This design comes from an exercise in tuning for small area, a short achievable clock period and few clock cycles per item on the open sky130 flow, not from production work.
The RTL was checked by simulation tests, not by an equivalence proof against the original design.
Power is estimated from default activity; no workload was simulated.

==> flow/design.v <==
`timescale 1ns / 1ps
package fslt_pkg;
  localparam int TABLE_ENTRIES = 64;
  localparam int IDX_W  = (TABLE_ENTRIES > 1) ? $clog2(TABLE_ENTRIES) : 1;
  localparam int USED_W = $clog2(TABLE_ENTRIES + 1);
  localparam int KEY_W  = 32;
  localparam int CNT_W  = 16;
  localparam int TIME_W = 32;
  localparam int OUTCOME_W = 3;
  localparam int INDEX_OUT_W = 6;
  localparam int UNIQUE_W = 7;
  localparam int CFG_IDX_W = 1;
  localparam int CFG_DATA_W = 32;
  localparam logic [CNT_W-1:0] CNT_MAX  = '1;
  localparam logic [TIME_W-1:0] TIME_MAX = '1;
  localparam logic [CNT_W-1:0]  LOCK_LIMIT_RESET = 16'd3;
  localparam logic [TIME_W-1:0] LOCK_SPAN_RESET  = 32'd300;
  localparam logic [CFG_IDX_W-1:0] REG_LOCK_LIMIT = 1'd0;
  localparam logic [CFG_IDX_W-1:0] REG_LOCK_SPAN  = 1'd1;
  localparam logic [OUTCOME_W-1:0] OC_IGNORED   = 3'd0;
  localparam logic [OUTCOME_W-1:0] OC_COUNTED   = 3'd1;
  localparam logic [OUTCOME_W-1:0] OC_NEW_BLOCK = 3'd2;
  localparam logic [OUTCOME_W-1:0] OC_BLOCKED   = 3'd3;
  localparam logic [OUTCOME_W-1:0] OC_FULL      = 3'd4;
  localparam int RES_W = OUTCOME_W + INDEX_OUT_W + CNT_W + UNIQUE_W + 1;
  localparam int OUT_CAP = 4;
endpackage
`timescale 1ns / 1ps
module fslt_cell (
  input  logic                        clk,
  input  logic                        live,
  input  logic [fslt_pkg::KEY_W-1:0]  q_key,
  output logic                        match,
  input  logic                        key_we,
  input  logic [fslt_pkg::KEY_W-1:0]  key_wd,
  input  logic                        dat_we,
  input  logic [fslt_pkg::CNT_W-1:0]  cnt_wd,
  input  logic [fslt_pkg::TIME_W-1:0] lock_wd,
  output logic [fslt_pkg::CNT_W-1:0]  cnt,
  output logic [fslt_pkg::TIME_W-1:0] lock_end
);
  logic [fslt_pkg::KEY_W-1:0] key;
  assign match = live && (key == q_key);
  always_ff @(posedge clk) begin
    if (key_we) key <= key_wd;
  end
  always_ff @(posedge clk) begin
    if (dat_we) begin
      cnt      <= cnt_wd;
      lock_end <= lock_wd;
    end
  end
endmodule
`timescale 1ns / 1ps
module fslt_array (
  input  logic                                clk,
  input  logic [fslt_pkg::USED_W-1:0]         used,
  input  logic [fslt_pkg::KEY_W-1:0]          q_key,
  output logic [fslt_pkg::TABLE_ENTRIES-1:0]  match,
  input  logic                                key_we,
  input  logic [fslt_pkg::IDX_W-1:0]          key_idx,
  input  logic [fslt_pkg::KEY_W-1:0]          key_wd,
  input  logic                                dat_we,
  input  logic [fslt_pkg::IDX_W-1:0]          dat_idx,
  input  logic [fslt_pkg::CNT_W-1:0]          cnt_wd,
  input  logic [fslt_pkg::TIME_W-1:0]         lock_wd,
  input  logic [fslt_pkg::TABLE_ENTRIES-1:0]  rd_sel,
  output logic [fslt_pkg::CNT_W-1:0]          rd_cnt,
  output logic [fslt_pkg::TIME_W-1:0]         rd_lock
);
  localparam int N = fslt_pkg::TABLE_ENTRIES;
  logic [fslt_pkg::CNT_W-1:0]  cnt  [N];
  logic [fslt_pkg::TIME_W-1:0] lock [N];
  for (genvar i = 0; i < N; i++) begin : g_cell
    fslt_cell u_cell (
      .clk      (clk),
      .live     (fslt_pkg::USED_W'(i) < used),
      .q_key    (q_key),
      .match    (match[i]),
      .key_we   (key_we && (key_idx == fslt_pkg::IDX_W'(i))),
      .key_wd   (key_wd),
      .dat_we   (dat_we && (dat_idx == fslt_pkg::IDX_W'(i))),
      .cnt_wd   (cnt_wd),
      .lock_wd  (lock_wd),
      .cnt      (cnt[i]),
      .lock_end (lock[i])
    );
  end
  localparam int RW = fslt_pkg::CNT_W + fslt_pkg::TIME_W;
  logic [RW-1:0] lvl [2*N-1];
  for (genvar i = 0; i < N; i++) begin : g_leaf
    assign lvl[N-1+i] = {RW{rd_sel[i]}} & {cnt[i], lock[i]};
  end
  for (genvar i = 0; i < N-1; i++) begin : g_node
    assign lvl[i] = lvl[2*i+1] | lvl[2*i+2];
  end
  assign {rd_cnt, rd_lock} = lvl[0];
endmodule
`timescale 1ns / 1ps
module failed_source_lockout_table (
  input  logic                                clk,
  input  logic                                rst,
  input  logic                                in_valid,
  output logic                                in_ready,
  input  logic [fslt_pkg::KEY_W-1:0]          source_addr,
  input  logic                                is_failure,
  input  logic [fslt_pkg::TIME_W-1:0]         now_time,
  input  logic                                last_event,
  output logic                                out_valid,
  input  logic                                out_ready,
  output logic [fslt_pkg::OUTCOME_W-1:0]      outcome,
  output logic [fslt_pkg::INDEX_OUT_W-1:0]    entry_index,
  output logic [fslt_pkg::CNT_W-1:0]          fail_total,
  output logic [fslt_pkg::UNIQUE_W-1:0]       unique_count,
  output logic                                last_result,
  input  logic                                cfg_we,
  input  logic [fslt_pkg::CFG_IDX_W-1:0]      cfg_index,
  input  logic [fslt_pkg::CFG_DATA_W-1:0]     cfg_data
);
  localparam int N      = fslt_pkg::TABLE_ENTRIES;
  localparam int IDX_W  = fslt_pkg::IDX_W;
  localparam int USED_W = fslt_pkg::USED_W;
  localparam int KEY_W  = fslt_pkg::KEY_W;
  localparam int CNT_W  = fslt_pkg::CNT_W;
  localparam int TIME_W = fslt_pkg::TIME_W;
  localparam int RES_W  = fslt_pkg::RES_W;
  localparam int CAP    = fslt_pkg::OUT_CAP;
  logic [TIME_W-1:0] lock_span;
  logic [CNT_W-1:0]  limit_m1;       
  logic              limit_zero;     
  always_ff @(posedge clk) begin
    if (rst) begin
      lock_span  <= fslt_pkg::LOCK_SPAN_RESET;
      limit_m1   <= fslt_pkg::LOCK_LIMIT_RESET - CNT_W'(1);
      limit_zero <= fslt_pkg::LOCK_LIMIT_RESET == '0;
    end else if (cfg_we) begin
      unique case (cfg_index)
        fslt_pkg::REG_LOCK_LIMIT: begin
          limit_m1   <= cfg_data[CNT_W-1:0] - CNT_W'(1);
          limit_zero <= cfg_data[CNT_W-1:0] == '0;
        end
        fslt_pkg::REG_LOCK_SPAN:  lock_span  <= cfg_data[TIME_W-1:0];
      endcase
    end
  end
  logic [USED_W-1:0] used;           
  logic [N-1:0]      match;
  logic              key_we;
  logic [IDX_W-1:0]  key_idx;
  logic              dat_we;
  logic [IDX_W-1:0]  dat_idx;
  logic [CNT_W-1:0]  cnt_wd;
  logic [TIME_W-1:0] lock_wd;
  logic [N-1:0]      r_hit;
  logic [CNT_W-1:0]  rd_cnt;
  logic [TIME_W-1:0] rd_lock;
  logic [KEY_W-1:0]  r_addr;
  fslt_array u_array (
    .clk     (clk),
    .used    (used),
    .q_key   (source_addr),
    .match   (match),
    .key_we  (key_we),
    .key_idx (key_idx),
    .key_wd  (r_addr),
    .dat_we  (dat_we),
    .dat_idx (dat_idx),
    .cnt_wd  (cnt_wd),
    .lock_wd (lock_wd),
    .rd_sel  (r_hit),
    .rd_cnt  (rd_cnt),
    .rd_lock (rd_lock)
  );
  logic in_take;
  assign in_take = in_valid && in_ready;
  logic              r_valid;
  logic              r_fail;
  logic              r_last;
  logic [TIME_W-1:0] r_now;
  logic              r_same;         
  always_ff @(posedge clk) begin
    if (rst) r_valid <= 1'b0;
    else     r_valid <= in_take;
  end
  always_ff @(posedge clk) begin
    r_hit  <= match;
    r_addr <= source_addr;
    r_fail <= is_failure;
    r_last <= last_event;
    r_now  <= now_time;
    r_same <= (source_addr == r_addr);
  end
  logic              w_we;
  logic [IDX_W-1:0]  w_slot;
  logic [CNT_W-1:0]  w_cnt;
  logic [TIME_W-1:0] w_lock;
  logic [CNT_W-1:0]  c_cnt_wd;       
  logic [TIME_W-1:0] c_lock_wd;
  logic              c_valid;
  logic              c_fail;
  logic              c_last;
  logic              c_slotted;      
  logic [IDX_W-1:0]  c_slot;
  logic [CNT_W-1:0]  c_cnt;          
  logic [TIME_W-1:0] c_lock;         
  logic [TIME_W-1:0] c_now;
  logic [TIME_W-1:0] c_until;
  logic [USED_W-1:0] c_uniq;
  logic              r_clr;
  logic              r_fwd;
  logic              r_fwd2;
  logic              r_hit_any;
  logic              r_found;
  logic              r_room;
  logic              r_new;
  logic [IDX_W-1:0]  r_hit_idx;
  logic [IDX_W-1:0]  r_slot;
  logic [USED_W-1:0] r_used_after;
  logic [TIME_W:0]   r_sum;
  always_comb begin
    r_hit_idx = '0;
    for (int i = 0; i < N; i++) begin
      r_hit_idx = r_hit_idx | (r_hit[i] ? IDX_W'(i) : '0);
    end
  end
  always_comb begin
    r_clr        = c_valid && c_last;
    r_fwd        = r_same && c_valid && c_slotted && !c_last;
    r_hit_any    = (|r_hit) && !r_clr;
    r_found      = r_hit_any || r_fwd;
    r_room       = !used[USED_W-1];
    r_new        = r_fail && !r_found && r_room;
    r_slot       = r_fwd ? c_slot : (r_hit_any ? r_hit_idx : used[IDX_W-1:0]);
    r_used_after = used + USED_W'(r_new);
    r_fwd2       = w_we && (w_slot == r_slot);
    r_sum        = {1'b0, r_now} + {1'b0, lock_span};
  end
  assign key_we  = !used[USED_W-1];
  assign key_idx = used[IDX_W-1:0];
  always_ff @(posedge clk) begin
    if (rst) begin
      used <= '0;
    end else if (r_valid) begin
      used <= r_last ? '0 : r_used_after;
    end
  end
  always_ff @(posedge clk) begin
    if (rst) c_valid <= 1'b0;
    else     c_valid <= r_valid;
  end
  always_ff @(posedge clk) begin
    c_fail    <= r_fail;
    c_last    <= r_last;
    c_slotted <= r_fail && (r_found || r_room);
    c_slot    <= r_slot;
    c_cnt     <= !r_found ? '0 : r_fwd ? c_cnt_wd  : r_fwd2 ? w_cnt  : rd_cnt;
    c_lock    <= !r_found ? '0 : r_fwd ? c_lock_wd : r_fwd2 ? w_lock : rd_lock;
    c_now     <= r_now;
    c_until   <= r_sum[TIME_W] ? fslt_pkg::TIME_MAX : r_sum[TIME_W-1:0];
    c_uniq    <= r_used_after;
  end
  logic [CNT_W-1:0]  cur_cnt;
  logic [TIME_W-1:0] cur_lock;
  logic              blocked;
  logic [CNT_W-1:0]  cnt_inc;
  logic              reach;
  logic [fslt_pkg::OUTCOME_W-1:0]   res_outcome;
  logic [fslt_pkg::INDEX_OUT_W-1:0] res_index;
  logic [CNT_W-1:0]  res_total;
  logic [RES_W-1:0]  res;
  always_comb begin
    cur_cnt  = c_cnt;
    cur_lock = c_lock;
    blocked  = cur_lock > c_now;
    cnt_inc  = (cur_cnt == fslt_pkg::CNT_MAX) ? cur_cnt : cur_cnt + CNT_W'(1);
    reach    = limit_zero || (cur_cnt >= limit_m1);
    res_outcome = fslt_pkg::OC_IGNORED;
    res_index   = '0;
    res_total   = '0;
    if (c_fail) begin
      if (!c_slotted) begin
        res_outcome = fslt_pkg::OC_FULL;
      end else if (blocked) begin
        res_outcome = fslt_pkg::OC_BLOCKED;
        res_index   = c_slot;
        res_total   = cur_cnt;
      end else begin
        res_outcome = reach ? fslt_pkg::OC_NEW_BLOCK : fslt_pkg::OC_COUNTED;
        res_index   = c_slot;
        res_total   = cnt_inc;
      end
    end
    c_cnt_wd  = blocked ? cur_cnt : cnt_inc;
    c_lock_wd = (!blocked && reach) ? c_until : cur_lock;
  end
  always_ff @(posedge clk) begin
    if (rst) w_we <= 1'b0;
    else     w_we <= c_valid && c_slotted;
  end
  always_ff @(posedge clk) begin
    w_slot <= c_slot;
    w_cnt  <= c_cnt_wd;
    w_lock <= c_lock_wd;
  end
  assign dat_we  = w_we;
  assign dat_idx = w_slot;
  assign cnt_wd  = w_cnt;
  assign lock_wd = w_lock;
  assign res     = {res_outcome, res_index, res_total, c_uniq, c_last};
  logic [RES_W-1:0]           head;
  logic [RES_W-1:0]           qd [CAP-1];
  logic [$clog2(CAP):0]       qn;
  logic [$clog2(CAP):0]       pend;        
  logic                       take;
  logic                       head_free;
  assign take      = out_valid && out_ready;
  assign head_free = !out_valid || out_ready;
  always_ff @(posedge clk) begin
    if (rst) begin
      out_valid <= 1'b0;
      qn        <= '0;
    end else begin
      if (head_free) begin
        out_valid <= (qn != '0) || c_valid;
        qn        <= (qn != '0) ? qn - 1'b1 + c_valid : '0;
      end else begin
        qn        <= qn + c_valid;
      end
    end
  end
  always_ff @(posedge clk) begin
    if (head_free) begin
      head <= (qn != '0) ? qd[0] : res;
    end
    for (int k = 0; k < CAP-1; k++) begin
      if (head_free) begin
        if (c_valid && (qn != '0) && (qn - 1'b1 == k)) qd[k] <= res;
        else if (k < CAP-2)                            qd[k] <= qd[k+1];
      end else begin
        if (c_valid && (qn == k)) qd[k] <= res;
      end
    end
  end
  assign {outcome, entry_index, fail_total, unique_count, last_result} = head;
  always_ff @(posedge clk) begin
    if (rst) begin
      pend     <= '0;
      in_ready <= 1'b1;
    end else begin
      pend     <= pend + in_take - take;
      in_ready <= (pend + in_take - take) < CAP;
    end
  end
endmodule
==> flow/flow/run.sh <==
#!/bin/bash
set -o pipefail
bash standard.sh SETUP_SLACK_MARGIN=6.4 finish > standard_finish.log 2>&1
==> flow/standard.sh <==
#!/bin/bash
# synth_recipe.tcl (not shown) runs the flow's synth.tcl, then flattens the netlist and writes it again
# the make line also repeats each setting of config.mk as NAME=value (left out here)
make -C /OpenROAD-flow-scripts/flow DESIGN_CONFIG=/design/flow/config.mk WORK_HOME=/design/flow/orfs CLKGATE_MAP_FILE= SYNTH_SCRIPT=/design/flow/synth_recipe.tcl "${@:-finish}"
==> flow/config.mk <==
export PLATFORM = sky130hd
export DESIGN_NAME = failed_source_lockout_table
export DESIGN_NICKNAME = failed_source_lockout_table
export VERILOG_FILES = /design/flow/design.v
export SDC_FILE = /design/flow/constraint.sdc
export NUM_CORES = 4
export LEC_CHECK = 0
export ABC_CLOCK_PERIOD_IN_PS = 3500
export CAP_MARGIN = 20
export CORE_MARGIN = 2
export CORE_UTILIZATION = 50
export CTS_BUF_LIST = sky130_fd_sc_hd__clkbuf_16
export CTS_CLUSTER_DIAMETER = 80
export CTS_CLUSTER_SIZE = 24
export PLACE_DENSITY = 0.62
export SETUP_SLACK_MARGIN = 5
export SLEW_MARGIN = 20
==> flow/constraint.sdc <==
create_clock -name core_clock -period 10.0 [get_ports {clk}]
set_input_delay 2.0000 -clock core_clock [delete_from_list [all_inputs] [get_ports {clk}]]
set_output_delay 2.0000 -clock core_clock [all_outputs]
set_load 0.01 [all_outputs]
==> flow_metrics.py, run 1 <==
metrics = {
    "worst_setup_path": {
        "worst-path-buf-inv": 2,
        "crit_cells": 8,
        "critPathSlowestCell": "nor4_2",
        "cp_top_family": "simple AND/OR/NAND/NOR gates",
        "crit_fanout": 25,
        "cp.required_ps": 10840,
        "crit_type": "flop to flop",
        "worstPathArrival_ps": 4640,
        "crit_path_start_kind": "flop",
        "cp_common_cell": "buf_4",
        "cp_slowest_stage_delay_ps": 1160,
        "path_cells": "buf_4 -> buf_4 -> a22o_1 -> a221oi_1 -> nand4_1 -> nor4_2 -> a211o_1 -> o221ai_1",
        "end_kind": "flop",
        "ff2ff_path_depth": 8,
    },
    "final_layout": {
        "syn_to_final_growth_pct": 9.86,
        "drive_gt1_share_pct": 10.6,
        "multiInputGateArea_sq_mm": 0.0479,
        "finalNonFillerCells": 18600,
        "fin_nets": 12900,
        "fillers": 33100,
        "postLayoutCellArea_sq_mm": 0.236,
        "seqCellArea_sq_mm": 0.166,
    },
    "global_route": {
        "grt_pass1_vias": 125000,
        "antenna_found_initial": 41,
        "grt_pass1_wl_mm": 1110,
        "grt_max_degree": 78,
        "track_usage_pct": 38.1,
        "grt_overflow": 0,
    },
    "sta": {
        "post-route-min-period_ps": 3790,
        "maxSlewViolCount": 0,
        "final.period_utilization_pct": 37.9,
        "report.final.setup_viol": 0,
        "rsz0062_at_grt": "yes",
        "slew_headroom_pct": 9.22,
        "tns_ps": 0,
        "fmaxAchievable_mhz": 264,
        "worst_pin_slew_ps": 1350,
        "fin_worst_skew_ps": 104,
        "fin_ws_ps": 6210,
        "finalHoldViolCount": 0,
    },
    "placement": {
        "placedCellCount": 18100,
        "place_ws_ps": 4860,
        "dp_hpwl_mm": 449,
        "port-buffer-count": 138,
        "postPlaceCellArea_sq_mm": 0.226,
        "gp_congestion": 0.880,
    },
    "power_and_ir_drop": {
        "switching_power_uw": 9080,
        "power_density_mw_per_mm2": 174,
        "seq_power_share_pct": 63.3,
        "combPwrFrac_pct": 4.6,
        "vdd_drop_max_uv": 165,
        "clockPowerShare_pct": 32.1,
        "power.leakage_uw": 0.0757,
        "p_int_uw": 31900,
        "p_sw_share_pct": 22.1,
    },
    "yosys": {
        "ys_seq_elements": 5632,
        "synth_ff_type": "edfxtp_1",
        "syn_inst": 12400,
        "synthTopCellsByArea": "edfxtp_1 73%, xor2_1 4.4%, xnor2_1 4.2%",
        "synth_edf_count": 5252,
        "yosysMostFrequentCell": "edfxtp_1",
        "async_flop_share_pct": 0,
        "yosysTopAreaCell": "edfxtp_1",
        "synthesis.area_sq_mm": 0.215,
        "synth_cell_type_count": 64,
        "avgSynthCellArea_sq_um": 17.3,
        "syn-num-nets": 12600,
        "ys_seq_area_share_pct": 77.0,
        "synth_warnings": 8,
        "synth_common_cells": "5252 x edfxtp_1, 1084 x xor2_1, 1041 x xnor2_1, 761 x a22o_1, 759 x a221oi_1",
        "yosysTopAreaCellShare_pct": 73.4,
    },
    "drt": {
        "drt_iter0_drc": 27100,
        "dr.pass1.iters": 9,
        "drc_errors": 0,
        "drtAntennaViolNets": 0,
        "wl_per_cell_um": 45.7,
        "viasPerCell": 7.24,
        "vias": 135000,
        "drt-total-wl_mm": 850,
    },
    "die": {
        "initial_utilization_pct": 50.2,
        "rows": 240,
        "core_region_area_sq_mm": 0.428,
        "die_x_um": 659,
        "dieArea_sq_mm": 0.435,
        "die_height_um": 659,
        "ioPinCount": 139,
    },
    "clocking": {
        "cts.clk_slew.worst_paths_ps": 100,
        "cts_tree": "built",
        "clockBufferDepth": 4,
        "clock-root-buffer": "clkbuf_16",
        "htreeDepth": 5,
        "cts_made_buffers": 280,
        "clock-sinks": 5632,
        "insertion_delay_ps": 1020,
    },
    "hold_path": {
        "min_path_type": "flop to flop",
        "holdPathStages": 0,
    },
    "job": {
        "drv_cap": 0,
    },
    "run_status": {
        "outcome": "no timing/DRC/antenna violations",
    },
}
cells by family (layout without fill, tap and decap cells):
group | Yosys count | after routing | synth area share (%)
mux | 57 | 57 | 0.277
compound gates | 1986 | 1986 | 7.67
fa+ha+maj | 96 | 96 | 0.566
simple gates | 1716 | 1717 | 4.41
flops | 5632 | 5632 | 77.0
buf+inv | 803 | 1285 | 1.42
other cells | 0 | 40 | 0
xor+xnor | 2125 | 2125 | 8.67
metrics by stage:
step | util, % | power [uW] | hold WS [ps]
4_1_cts | 55.0 | 40900 | 361
6_report | 55.2 | 41000 | 361
2_1_floorplan | - | 27500 | 334
3_3_place_gp | 52.9 | 28300 | 348
3_5_place_dp | 52.9 | 28400 | 346
5_1_grt | 55.2 | 41800 | 371
area by class of cell:
cell class	count	share of cell area, %
Antenna cell	40	0.0424
Clock buffer	298	3.16
Clock inverter	143	0.365
Inverter	128	0.204
Multi-Input combinational cell	5981	20.3
Sequential cell	5632	70.3
Tap cell	5687	3.02
Timing Repair Buffer	716	2.65
per-layer routing:
metal / track usage, % / routed length (um) / vias up
met5: 0 / 126 / -
met4: 23.1 / 67700 / 18
met3: 9.57 / 122000 / 2973
met2: 58.7 / 378000 / 13000
met1: 48.9 / 283000 / 69200
li1: - / - / 49700
power groups by stage:
| stage | Sequential, uW | Combinational [uW] | Clock [uW] |
|---|---|---|---|
| 3_3_place_gp | 26500 | 1830 | 0 |
| 5_1_grt | 26000 | 1960 | 13800 |
| 4_1_cts | 25900 | 1840 | 13100 |
| 3_5_place_dp | 26500 | 1860 | 0 |
| 2_1_floorplan | 26500 | 970 | 0 |
| 6_report | 25900 | 1870 | 13200 |
cells in the final DEF, fill, tap and decap left out, types with 52 or more instances in the layout:
cell type           n
ha_1               94
clkdlybuf4s50_1    67
nor2_1             80
a211o_1            52
edfxtp_1         5252
a221oi_1          759
dfxtp_1           254
o21ai_0            95
xor2_1           1076
nand4_1           537
a22o_1            761
buf_4             498
nand3_1            78
nand2_1           272
nor2_4             71
nor4_1            359
dfxtp_4           107
inv_1             235
a21oi_1            78
o211ai_1           58
xnor2_1          1040
nor3_1             55
clkbuf_16         301
buf_6              74
state kept, by name, summed over array words and instances, names as in the netlist, 33 cells and up:
register                        count
r_hit                              64
head                               33
u_array.g_cell.u_cell.lock_end   2048
u_array.g_cell.u_cell.cnt        1024
qd                                 99
u_array.g_cell.u_cell.key        2048
path summary, 6_finish.rpt:
| path | from | to | slack, ps |
|---|---|---|---|
| worst max-delay path | r_hit[63] | c_cnt[14] | 6210 |
| worst min-delay path | r_now[7] | c_now[7] | 360 |
| worst max register to register | r_hit[63] | c_cnt[14] | 6210 |
| worst min register to register | r_now[7] | c_now[7] | 360 |
repair_timing:
| item | in CTS | in global routing |
|---|---|---|
| buffers inserted | 20 | 33 |
| endpoints found under the setup margin | 791 | 273 |
| cloned | 2 | 3 |
| pin swaps | 18 | 10 |
| resized for setup | 218 | 60 |
| hold buffers | 0 | 0 |
Testbench counts, summed over its fixed seeds: cycles 12,024, items 12,000.
==> run 2, diff against run 1 <==
--- a/flow/design.v
+++ b/flow/design.v
@@ -330,7 +330,11 @@
   end
   always_ff @(posedge clk) begin
-    if (head_free) begin
+    if (rst) begin
+      head <= '0;
+    end else if (head_free) begin
       head <= (qn != '0) ? qd[0] : res;
     end
+  end
+  always_ff @(posedge clk) begin
     for (int k = 0; k < CAP-1; k++) begin
       if (head_free) begin
==> flow/flow/run.sh (replaced) <==
#!/bin/bash
set -o pipefail
bash standard.sh SETUP_SLACK_MARGIN=6.55 finish > standard_finish.log 2>&1
==> flow_metrics.py, run 2 <==
metrics = {
    "sta": {
        "final.period_utilization_pct": 37.0,
        "hold_slack_ps": 362,
        "rsz0062_at_grt": "yes",
        "worst_pin_slew_ps": 1390,
        "maxSlewViolCount": 0,
        "tns_ps": 0,
        "fmaxAchievable_mhz": 270,
        "report.final.setup_viol": 0,
        "post-route-min-period_ps": 3700,
        "fin_worst_skew_ps": 98.7,
        "finalHoldViolCount": 0,
        "fin_ws_ps": 6300,
        "slew_headroom_pct": 7.20,
    },
    "yosys": {
        "synth_ff_type": "edfxtp_1",
        "synth_edf_count": 5219,
        "synthesis.area_sq_mm": 0.215,
        "synth_common_cells": "5219 x edfxtp_1, 1153 x xor2_1, 982 x xnor2_1, 773 x a221oi_1, 769 x a22o_1",
        "ys_seq_area_share_pct": 76.9,
        "ys_seq_elements": 5632,
        "yosysTopAreaCellShare_pct": 73.0,
        "avgSynthCellArea_sq_um": 17.3,
        "synthTopCellsByArea": "edfxtp_1 73%, xor2_1 4.7%, xnor2_1 4.0%",
        "synth_warnings": 8,
        "async_flop_share_pct": 0,
        "yosysMostFrequentCell": "edfxtp_1",
        "syn_inst": 12400,
        "syn-num-nets": 12600,
        "synth_cell_type_count": 69,
        "yosysTopAreaCell": "edfxtp_1",
    },
    "final_layout": {
        "drive_gt1_share_pct": 12.1,
        "final_cell_mix": "5219 x edfxtp_1, 1152 x xor2_1, 976 x xnor2_1, 769 x a22o_1, 769 x a221oi_1",
        "reg.largest.list": "u_array.g_cell.u_cell.key x2048, u_array.g_cell.u_cell.lock_end x2048, u_array.g_cell.u_cell.cnt x1024",
        "syn_to_final_growth_pct": 10.9,
        "finalCoreUtilization_pct": 55.7,
        "fin_nets": 13000,
        "fillers": 32700,
        "final_common_cell": "edfxtp_1",
        "multiInputGateArea_sq_mm": 0.0485,
        "seqCellArea_sq_mm": 0.165,
    },
    "clocking": {
        "cts_tree": "built",
        "clock-root-buffer": "clkbuf_16",
        "clock-sinks": 5632,
        "clockBufferDepth": 4,
        "htreeDepth": 5,
        "insertion_delay_ps": 1030,
        "cts_made_buffers": 277,
        "cts.clk_slew.worst_paths_ps": 100,
    },
    "worst_setup_path": {
        "critPathLaunch": "r_hit[52]",
        "crit_type": "flop to flop",
        "crit_path_start_kind": "flop",
        "end_kind": "flop",
        "cp.required_ps": 10910,
        "worstPathArrival_ps": 4610,
        "timing.rr.start": "r_hit[52]",
        "crit_fanout": 22,
    },
    "drt": {
        "vias": 137000,
        "drc_errors": 0,
        "wl_per_cell_um": 47.5,
        "drt-total-wl_mm": 890,
        "dr.max_layer_used": "met5",
        "drt_iter0_drc": 28200,
        "viasPerCell": 7.33,
        "dr.pass1.iters": 10,
        "m1WireLength_mm": 287,
        "wl_met3_mm": 136,
        "drtAntennaViolNets": 0,
        "wl_met2_mm": 388,
    },
    "die": {
        "die_x_um": 659,
        "dieArea_sq_mm": 0.434,
        "rows": 240,
        "initial_utilization_pct": 50.2,
        "ioPinCount": 139,
        "die_height_um": 659,
        "core_region_area_sq_mm": 0.427,
    },
    "global_route": {
        "grt_overflow": 0,
        "grt_pass1_wl_mm": 1160,
        "grt_max_degree": 76,
        "grt_pass1_vias": 125000,
        "track_usage_pct": 39.9,
        "antenna_found_initial": 99,
    },
    "placement": {
        "dp_hpwl_mm": 449,
        "port-buffer-count": 138,
        "gp_congestion": 0.888,
        "place_ws_ps": 4940,
    },
    "power_and_ir_drop": {
        "vdd_drop_max_uv": 134,
        "total_power_uw": 40800,
        "power.leakage_uw": 0.0767,
        "power_density_mw_per_mm2": 171,
    },
    "run_status": {
        "outcome": "no timing/DRC/antenna violations",
    },
    "job": {
        "drv_cap": 0,
    },
    "hold_path": {
        "min_path_type": "flop to flop",
        "min_from": "r_now[8]",
    },
}
-- run 2: power breakdown --
part | switching (uW) | total (uW) | internal [uW]
Clock | 7560 | 12800 | 5270
Sequential | 264 | 26000 | 25700
Combinational | 1320 | 1980 | 668
-- run 2: cell type report --
| type | count | share of cell area (%) |
|---|---|---|
| clock inverter | 141 | 0.322 |
| clock buffer | 285 | 3.00 |
| antenna | 88 | 0.0925 |
| sequential | 5632 | 69.5 |
| timing repair buffer | 804 | 3.51 |
| multi-input combinational | 6005 | 20.4 |
| tap | 5687 | 2.99 |
| inverter | 99 | 0.158 |
| timing repair inverter | 1 | 0.00210 |
-- run 2: cell families (layout without fill, tap and decap cells) --
family                   count (synthesis)  in the layout  share of synthesized area, %
XOR/XNOR                              2135           2135                          8.71
other                                    0             88                             0
multiplexers                           104            104                         0.516
buffers and inverters                  772           1330                          1.37
AO/OA/AOI/OAI                         1988           1988                          7.64
flip-flops                            5632           5632                          76.9
AND/OR/NAND/NOR                       1680           1682                          4.32
adder cells (fa/ha/maj)                 96             96                         0.567
-- run 2: timing repair --
action	CTS	global route
buffers inserted	133	37
gates resized for setup	395	123
hold buffers	0	0
pin swaps	18	29
setup endpoints to repair	1073	356
gates cloned	17	9
-- run 2: stage by stage --
step,cells,area (sq um)
2_1_floorplan,12400,215000
3_3_place_gp,18000,226000
3_5_place_dp,18000,226000
4_1_cts,18600,237000
5_1_grt,18700,238000
6_report,18700,238000
-- run 2: path summary, 6_finish.rpt --
check             slack (ps)         end  cells past startpoint
setup reg to reg        6300  c_lock[20]                      9
setup / recovery        6300  c_lock[20]                      9
hold / removal           360    c_now[8]                      0
hold reg to reg          360    c_now[8]                      0
-- run 2: worst max-delay path: stages (launching register included) --
cell and delay, ps:
dfxtp_4 410, buf_4 250, buf_4 380, buf_4 420
a22o_1 260, a221oi_1 330, nand4_1 300, or4_1 860
mux2i_2 270, o2bb2ai_1 80
-- run 2: routing by layer --
metal  global-route usage (%)  vias to the layer above
li1                         -                    49900
met1                     50.3                    69800
met2                     59.9                    14100
met3                     11.6                     3637
met4                     27.5                       34
met5                        0                        -
Testbench counts of run 2, summed over its fixed seeds: cycles 12,024, items 12,000.
==> run 3, diff against run 2 <==
--- a/flow/config.mk
+++ b/flow/config.mk
@@ -8,4 +8,6 @@
 export ABC_CLOCK_PERIOD_IN_PS = 3500
 export CAP_MARGIN = 20
+export CELL_PAD_IN_SITES_DETAIL_PLACEMENT = 1
+export CELL_PAD_IN_SITES_GLOBAL_PLACEMENT = 1
 export CORE_MARGIN = 2
 export CORE_UTILIZATION = 50
==> flow_metrics.py, run 3 <==
metrics = {
    "power_and_ir_drop": {
        "total_power_uw": 41400,
        "power_density_mw_per_mm2": 173,
        "power.leakage_uw": 0.0771,
        "vdd_drop_max_uv": 183,
    },
    "worst_setup_path": {
        "r2r-end": "c_cnt[0]",
        "cp_top_family": "simple AND/OR/NAND/NOR gates",
        "worst-path-buf-inv": 2,
        "worstPathArrival_ps": 4800,
        "r2r_slack_ps": 6040,
        "cp.required_ps": 10840,
        "cp_common_cell": "buf_4",
        "crit_path_start_kind": "flop",
        "crit_type": "flop to flop",
        "timing.rr.start": "r_hit[2]",
        "critPathSlowestCell": "or4_1",
        "path_cells": "buf_4 -> buf_4 -> a22o_1 -> a221oi_1 -> nand4_1 -> or4_1 -> mux2i_1 -> o22ai_1",
        "cp_slowest_stage_delay_ps": 920,
        "ff2ff_path_depth": 8,
        "end_kind": "flop",
        "crit_fanout": 22,
    },
    "sta": {
        "tns_ps": 0,
        "finalHoldViolCount": 0,
        "rsz0062_at_grt": "yes",
        "fmaxAchievable_mhz": 253,
        "fin_ws_ps": 6040,
        "slew_headroom_pct": 13.3,
        "fin_worst_skew_ps": 66.3,
        "final.period_utilization_pct": 39.6,
        "post-route-min-period_ps": 3960,
        "maxSlewViolCount": 0,
        "worst_pin_slew_ps": 1300,
        "report.final.setup_viol": 0,
    },
    "die": {
        "die_x_um": 659,
        "die_height_um": 659,
        "rows": 240,
        "core_region_area_sq_mm": 0.427,
        "dieArea_sq_mm": 0.434,
        "initial_utilization_pct": 50.2,
        "ioPinCount": 139,
    },
    "yosys": {
        "avgSynthCellArea_sq_um": 17.3,
        "synthTopCellsByArea": "edfxtp_1 73%, xor2_1 4.7%, xnor2_1 4.0%",
        "syn-num-nets": 12600,
        "async_flop_share_pct": 0,
        "ys_seq_area_share_pct": 76.9,
        "synthesis.area_sq_mm": 0.215,
        "synth_common_cells": "5219 x edfxtp_1, 1153 x xor2_1, 982 x xnor2_1, 773 x a221oi_1, 769 x a22o_1",
        "synth_ff_type": "edfxtp_1",
        "synth_edf_count": 5219,
        "synth_warnings": 8,
        "yosysTopAreaCell": "edfxtp_1",
        "synth_cell_type_count": 69,
        "yosysMostFrequentCell": "edfxtp_1",
        "yosysTopAreaCellShare_pct": 73.0,
        "ys_seq_elements": 5632,
        "syn_inst": 12400,
    },
    "final_layout": {
        "syn_to_final_growth_pct": 11.3,
        "seqCellArea_sq_mm": 0.165,
        "fin_nets": 13000,
        "final_common_cell": "edfxtp_1",
        "drive_gt1_share_pct": 12.6,
        "reg.largest.list": "u_array.g_cell.u_cell.key x2048, u_array.g_cell.u_cell.lock_end x2048, u_array.g_cell.u_cell.cnt x1024",
        "multiInputGateArea_sq_mm": 0.0489,
        "fillers": 37700,
        "final_cell_mix": "5219 x edfxtp_1, 1149 x xor2_1, 971 x xnor2_1, 769 x a22o_1, 762 x a221oi_1",
        "postLayoutCellArea_sq_mm": 0.239,
    },
    "global_route": {
        "antenna_found_initial": 90,
        "grt_pass1_wl_mm": 1240,
        "grt_pass1_vias": 132000,
        "grt_max_degree": 76,
        "grt_overflow": 0,
        "track_usage_pct": 42.8,
    },
    "clocking": {
        "cts_hold_buffers": 0,
        "cts.clk_slew.worst_paths_ps": 100,
        "cts_tree": "built",
        "insertion_delay_ps": 1030,
        "clock-sinks": 5632,
        "htreeDepth": 5,
        "clockBufferDepth": 4,
        "clock-root-buffer": "clkbuf_16",
        "cts_made_buffers": 282,
    },
    "job": {
        "drv_cap": 0,
    },
    "hold_path": {
        "holdPathStages": 0,
        "min_from": "r_now[10]",
        "whs_endpoint": "c_now[10]",
        "min_path_type": "flop to flop",
    },
    "placement": {
        "postPlaceCellArea_sq_mm": 0.226,
        "port-buffer-count": 138,
        "place_ws_ps": 4400,
        "dp_hpwl_mm": 490,
        "gp_congestion": 0.872,
    },
    "drt": {
        "drtAntennaViolNets": 0,
        "drt-total-wl_mm": 950,
        "drt_iter0_drc": 26000,
        "dr.pass1.iters": 8,
        "vias": 137000,
        "drc_errors": 0,
        "viasPerCell": 7.35,
        "wl_per_cell_um": 50.8,
    },
    "run_status": {
        "outcome": "no timing/DRC/antenna violations",
    },
}
run 3: cell count changes in the layout (fill, tap and decap cells not counted), moves of 9 or more:
| cell | before | now |
|---|---|---|
| buf_4 | 526 | 507 |
| buf_6 | 81 | 93 |
| clkbuf_16 | 292 | 306 |
| dfxtp_2 | 62 | 53 |
| diode_2 | 88 | 64 |
| inv_1 | 199 | 176 |
| nor4_1 | 334 | 324 |
| or4_1 | 36 | 47 |
| or4_4 | 22 | 12 |
run 3: cell type report:
type                    instances  area share [%]
flip-flops and latches       5632            69.3
clock inverters               125           0.352
well taps                    5687            2.98
inverters                      99           0.156
multi-input cells            6003            20.5
repair buffers                802            3.57
clock buffers                 298            3.12
diodes                         64          0.0671
run 3: report_power, final:
part	switching [uW]	leakage [uW]	internal, uW
Sequential	251	0.0515	25700
Combinational	1430	0.0213	691
Clock	7720	0.00433	5640
run 3: cell families after synthesis:
| group | synth area share (%) |
|---|---|
| muxes | 0.516 |
| and+or+nand+nor | 4.32 |
| DFF | 76.9 |
| AOI/OAI and AO/OA | 7.64 |
| buffers and inverters | 1.37 |
| adders and majority gates | 0.567 |
| xor gates and xnor gates | 8.71 |
run 3: routing by layer:
metal	vias to the layer above	part of all wire (%)	track usage (%)
met4	40	8.2	27.5
met2	12000	45	66.4
met3	3021	13	10.1
met1	72600	34	54.3
li1	49800	-	-
met5	-	0.032	0.166
run 3: how the worst max path moves through the flow:
| stage | from | to | slack (ps) | cells after the start |
|---|---|---|---|---|
| floorplan | used[4] | u_array.g_cell[3].u_cell.key[0] | 5620 | 7 |
| global placement | source_addr[16] | r_hit[50] | 4420 | 8 |
| detailed placement | source_addr[16] | r_hit[50] | 4400 | 8 |
| CTS | r_hit[39] | c_lock[3] | 6240 | 14 |
| global route | r_hit[28] | c_lock[18] | 6050 | 14 |
| finish | r_hit[2] | c_cnt[0] | 6040 | 8 |
run 3: repair_timing:
action                                   CTS  global route
gates cloned                              21             8
setup buffers                            114            29
pin swaps                                 21            40
endpoints found under the setup margin  1081           367
gates resized for setup                  475           139
run 3: through the flow:
step,utilization [%],instances,hold WS [ps]
after floorplan,-,12400,334
after global placement,52.9,18000,357
after detailed placement,52.9,18100,360
after CTS,55.6,18600,357
after global routing,55.9,18700,349
final,55.9,18700,343

## afterwards: timing with drivers on the ports
In the flow no input, the clock included, has a driving cell. The finished layouts below were timed again as built, in two steps.
Step 1 assumes that a clkbuf_16 drives the clock port and a buf_2 every other input.
Step 2 times the ports against the registers' clock, not the clock port: input delays grow and output delays shrink by t, the midpoint of the rising clock arrivals with the driver on.
Slacks: ideal / step 1 / step 2; pairs: ideal / step 1.
run	shift t [ns]	setup WS [ns]	worst register clock-pin slew, ns	pins driven straight from the clock port
run 1	1.104	6.208 / 6.208 / 5.350	0.10 / 0.10	1
run 2	1.114	6.297 / 6.297 / 5.438	0.10 / 0.10	1
run 3	1.126	6.041 / 6.041 / 5.470	0.11 / 0.11	1
After both steps every run listed still meets setup and hold. The setup slack of run 2, which loses most, moves by 0.000 ns with the drivers and by -0.859 ns with both steps.
